Source: an optimization exercise on an open RTL-to-GDS flow (aim: small area and few clock cycles per item). Production flows keep margins and buffers that such runs may drop.
Function was checked by simulation only, so behaviour that the tests miss may differ from the original.

==> run H: inputs <==
Design s_expression_tokenizer_core, start of the top module:
module s_expression_tokenizer_core
#(
  parameter int unsigned LINE_BITS   = 20,
  parameter int unsigned COLUMN_BITS = 16,
  parameter int unsigned QDEPTH      = 0
) (
  input  logic        clk_i,
  input  logic        rst_ni,
  input  logic        in_valid_i,
  output logic        in_stall_o,
  input  logic [1:0]  op_i,
  input  logic [15:0] ch_i,
  output logic        out_valid_o,
  input  logic        out_stall_i,
  output logic        kind_o,
  output logic [15:0] text_char_o,
  output logic [3:0]  token_type_o,
  output logic [19:0] line_number_o,
  output logic [15:0] column_o,
  output logic [15:0] length_o,
  output logic        last_o
);
export LEC_CHECK = 0
export CAP_MARGIN = 20
export CORE_MARGIN = 2
export CORE_UTILIZATION = 55
export GPL_TIMING_DRIVEN = 0
export SLEW_MARGIN = 20
create_clock -name core_clock -period 5.0 [get_ports {clk_i}]
standard.sh (not shown) runs the stock make flow with config.mk's settings and CLKGATE_MAP_FILE= SYNTH_SCRIPT=/design/flow/synth_recipe.tcl, a recipe that flattens the netlist after the stock synthesis.
==> flow/flow/run.sh <==
#!/bin/bash
# The standard layout with three changes:
#  - synthesis maps with an area-oriented ABC script (&nf with the delay relaxed) (flow/abc_area_map.script
#    in place of ORFS's abc_speed.script; nothing else in synthesis changes)
#  - plain buf_1 cells as the port buffers
#  - a clock tree of clkbuf_4 cells with no dummy loads
set -euo pipefail
here=$(pwd)
rm -rf "$here/orfs_scripts"
cp -r "$FLOW_HOME/scripts" "$here/orfs_scripts"
cp "$here/flow/abc_area_map.script" "$here/orfs_scripts/abc_speed.script"
export SCRIPTS_DIR="$here/orfs_scripts"
export BUFFER_PORTS_ARGS="-buffer_cell sky130_fd_sc_hd__buf_1"
export CTS_ARGS="-sink_clustering_enable -repair_clock_nets -dont_use_dummy_load -sink_clustering_size 30 -sink_clustering_max_diameter 100 -buf_list {sky130_fd_sc_hd__clkbuf_4}"
bash standard.sh > standard_flow.log 2>&1
==> flow/flow/abc_area_map.script <==
&get -n
&st
&dch
&nf -R 100
&put
topo
stime -c
==> inputs of run E, as changes to run H <==
--- a/flow/design.v
+++ b/flow/design.v
@@ -58,31 +58,32 @@
   output logic        kind_o,
   output logic [15:0] text_char_o,
   output logic [3:0]  token_type_o,
   output logic [19:0] line_number_o,
   output logic [15:0] column_o,
   output logic [15:0] length_o,
   output logic        last_o
 );
-  localparam logic [4:0] M_EMPTY = {2'b00, NC_EMPTY};
-  localparam logic [4:0] M_CMT   = 5'b00111;
-  localparam logic [4:0] M_STR   = 5'b10000;
-  localparam logic [4:0] M_STRBS = 5'b10001;
+  localparam logic [3:0] M_EMPTY = {1'b0, NC_EMPTY};
+  localparam logic [3:0] M_CMT   = 4'b0111;
+  localparam logic [3:0] M_STR   = 4'b1010;
+  localparam logic [3:0] M_STRBS = 4'b1110;
   logic [19:0] line_q;
   logic [15:0] col_q;
   logic [15:0] len_q;
-  logic [4:0]  mode_q;
+  logic [3:0]  mode_q;
+  logic        word_ci_q;    
   logic in_str, in_cmt, normal_st, pend, bslash, word_hit;
   logic [2:0] nc;
-  assign in_str    = mode_q[4];
-  assign pend      = !mode_q[4] && mode_q[3];
+  assign in_str    = mode_q[3] && mode_q[1] && !mode_q[0];
+  assign pend      = mode_q[3] && !(mode_q[1] && !mode_q[0]);
   assign in_cmt    = (mode_q == M_CMT);
-  assign normal_st = !mode_q[4] && !mode_q[3] && (mode_q[2:0] != 3'b111);
-  assign bslash    = mode_q[0];
+  assign normal_st = !mode_q[3] && !in_cmt;
+  assign bslash    = mode_q[2];
   assign nc        = mode_q[2:0];
   assign word_hit  = normal_st && (nc != NC_EMPTY);
   logic is_char, is_flush, is_clear;
   logic c_nl, c_nul, c_dq, c_hash, c_bs, c_single, c_ws, c_digit, c_sign, c_dot, c_sep;
   logic [3:0] single_type;
   logic [2:0] single_sel;
   assign is_char  = (op_i == OP_CHAR);
   assign is_flush = (op_i == OP_FLUSH);
@@ -157,17 +158,17 @@
         gg[j] = gg[j] | (pp[j] & gg[j - (1 << (l - 1))]);
         pp[j] = pp[j] & pp[j - (1 << (l - 1))];
       end
     end
     sub16 = p ^ {gg[14:0], ci};
   endfunction
   logic [15:0] rec_col;
   logic [3:0]  word_type;
-  assign rec_col = sub16(col_q, len_q, !in_str);
+  assign rec_col = sub16(col_q, len_q, word_ci_q);
   always_comb begin
     case (nc)
       NC_UDIG: word_type = TOK_UINT;
       NC_SDIG: word_type = TOK_INT;
       NC_FRAC: word_type = TOK_FLOAT;
       default: word_type = TOK_SYMBOL;
     endcase
   end
@@ -198,17 +199,17 @@
   assign line_step = take && nl_ev;
   assign col_rst   = take && (is_clear || nl_ev);
   assign col_step  = pop || (take && is_char && !in_cmt && !c_nl &&
                              (in_str || !(c_hash || two)));
   assign len_rst   = take && (is_flush || r_str || (normal && c_sep));
   assign len_step  = take && r_text;
   logic [19:0] line_d;
   logic [15:0] col_d, len_d;
-  logic [4:0]  mode_d;
+  logic [3:0]  mode_d;
   assign line_d = line_rst ? 20'd1 : inc20(line_q, line_step);
   assign col_d  = col_rst ? 16'd1 : inc16(col_q, col_step);
   assign len_d  = len_rst ? 16'd0 : inc16(len_q, len_step);
   always_comb begin
     mode_d = mode_q;
     if (pend) begin
       if (pop) mode_d = M_EMPTY;
     end else if (take) begin
@@ -221,36 +222,38 @@
           if (str_end) mode_d = M_EMPTY;
           else if (c_nl) mode_d = M_STR;
           else mode_d = c_bs ? M_STRBS : M_STR;
         end else if (c_hash) begin
           mode_d = M_CMT;
         end else if (c_dq) begin
           mode_d = M_STR;
         end else if (two) begin
-          mode_d = {2'b01, ch_i[2:0]};
+          mode_d = {1'b1, ch_i[2:0]};
         end else if (c_sep) begin
           mode_d = M_EMPTY;
         end else begin
-          mode_d = {2'b00, nc_next};
+          mode_d = {1'b0, nc_next};
         end
       end
     end
   end
   always_ff @(posedge clk_i or negedge rst_ni) begin
     if (!rst_ni) begin
       line_q <= 20'd1;
       col_q  <= 16'd1;
       len_q  <= '0;
       mode_q <= M_EMPTY;
+      word_ci_q <= 1'b1;
     end else begin
       line_q <= line_d;
       col_q  <= col_d;
       len_q  <= len_d;
       mode_q <= mode_d;
+      word_ci_q <= !(mode_d[3] && mode_d[1] && !mode_d[0]);
     end
   end
 endmodule
 `timescale 1ns / 1ps
 import sexl_pkg::*;
 module sexl_rqueue
 #(
   parameter int unsigned DEPTH = 0
==> flow/flow/run.sh (replaced) <==
#!/bin/bash
# The standard layout, with plain buf_1 cells as the port buffers and a
# smaller clock tree with no dummy loads.
set -euo pipefail
export BUFFER_PORTS_ARGS="-buffer_cell sky130_fd_sc_hd__buf_1"
export CTS_ARGS="-sink_clustering_enable -repair_clock_nets -dont_use_dummy_load -sink_clustering_size 30 -sink_clustering_max_diameter 100 -buf_list {sky130_fd_sc_hd__clkbuf_4 sky130_fd_sc_hd__clkbuf_8}"
export RECOVER_POWER=100
bash standard.sh > standard_flow.log 2>&1
Settings changed: CORE_UTILIZATION 55 to 65, GPL_TIMING_DRIVEN 0 to default.
removed: flow/flow/abc_area_map.script
==> inputs of run D, as changes to run H <==
--- a/flow/flow/run.sh
+++ b/flow/flow/run.sh
@@ -1,11 +1,11 @@
 #!/bin/bash
 # The standard layout with three changes:
-#  - synthesis maps with an area-oriented ABC script (&nf with the delay relaxed) (flow/abc_area_map.script
+#  - synthesis maps with an area-only ABC script (flow/abc_area_map.script
 #    in place of ORFS's abc_speed.script; nothing else in synthesis changes)
 #  - plain buf_1 cells as the port buffers
 #  - a clock tree of clkbuf_4 cells with no dummy loads
 set -euo pipefail
 here=$(pwd)
 rm -rf "$here/orfs_scripts"
 cp -r "$FLOW_HOME/scripts" "$here/orfs_scripts"
 cp "$here/flow/abc_area_map.script" "$here/orfs_scripts/abc_speed.script"
==> flow/flow/abc_area_map.script (replaced) <==
&get -n
&st
&dch
&nf -R 1000
&put
topo
stime -c
Settings changed: CORE_UTILIZATION 55 to 40.
==> qor summary <==
                                                                                                                                  run E                       run H                      run D
Result of the run                                                                                              finished with violations  no timing/DRC/antenna violations  no timing/DRC/antenna violations
Layout check failures                                                                   max-capacitance violations, max-slew violations                           -                          -
Routing usage on met3                                                                                                           0.04526                     0.05504                    0.03322
Met3 layer wire length in the routed design                                                                                      925 µm                      598 µm                     460 µm
Sequential element share of the synthesized area                                                                                 0.2990                      0.3659                     0.3658
Parity-gate share of the synthesized area counting xor and xnor cells                                                           0.06775                     0.02916                    0.02915
Worst setup path end                                                                                                       column_o[12]                column_o[14]          u_lexer.col_q[15]
Worst Path Class, Setup                                                                                 primary input to primary output  register to primary output  primary input to register
Clk Tree Root Cell                                                                                                             clkbuf_8                    clkbuf_4                   clkbuf_4
Internal reg-to-reg setup slack                                                                                                 1.39 ns                     1.19 ns                    1.02 ns
Worst setup slack after placement                                                                                             0.4565 ns                   -1.000 ns                  -1.115 ns
Ratio of cells with drive above 1 in the final layout                                                                           0.06891                     0.07873                    0.07873
Synthesized-area fraction occupied by ao, oa, aoi and oai cells                                                                  0.1494                      0.1397                     0.1397
Arr. time, crit path                                                                                                            3.76 ns                     3.78 ns                    4.97 ns
Maximum capacitance violations                                                                                                        1                           0                          0
Achievable frequency                                                                                                          210.2 MHz                   209.0 MHz                  211.0 MHz
Post-synthesis share of cell area spent on full adders, half adders and majority gates                                          0.07690                     0.09420                    0.09417
Multiplexer area fraction after synthesis                                                                                       0.03767                    0.005447                   0.005445
Mapped Nets                                                                                                                         638                         526                        527
End of the worst register-to-register path                                                                             u_lexer.col_q[0]           u_lexer.col_q[15]          u_lexer.col_q[15]
Testbench counts of run H, summed over its fixed seeds: cycles 40,481, items 32,013.
Testbench counts of run E, summed over its fixed seeds: cycles 40,481, items 32,013.
Testbench counts of run D, summed over its fixed seeds: cycles 40,481, items 32,013.

## afterwards: timing with drivers on the ports
The flow's constraints put no driver on any port. The routed layouts listed below were extracted and timed again, unchanged, in two steps.
Step 1 sets driving cells, clkbuf_16 on the clock port and buf_2 on the other inputs (assumed; they add their load-dependent delay and slew).
Step 2 adds t to the input delays and takes it off the output delays; t is the mean of the earliest and latest rising clock arrival at the registers after step 1. Input paths then give back, and output paths get back, about the clock's delay inside the block.
Three values: no drivers, after step 1, after step 2; two values: the first two.
run	t (ns)	setup WS [ns]	worst setup path after step 2	worst data-port slew with drivers (ns)
run H	0.419	0.216 / 0.187 / -0.017	input to register	0.04
run E	0.353	0.243 / 0.217 / 0.027	input to register	0.04
run D	0.401	0.260 / 0.268 / -0.132	input to register	0.04
With both steps, setup timing fails in run H and run D, where it was met with ideal ports. For run D, which loses most, drivers alone change the setup slack by +0.008 ns; drivers and shift together by -0.392 ns.
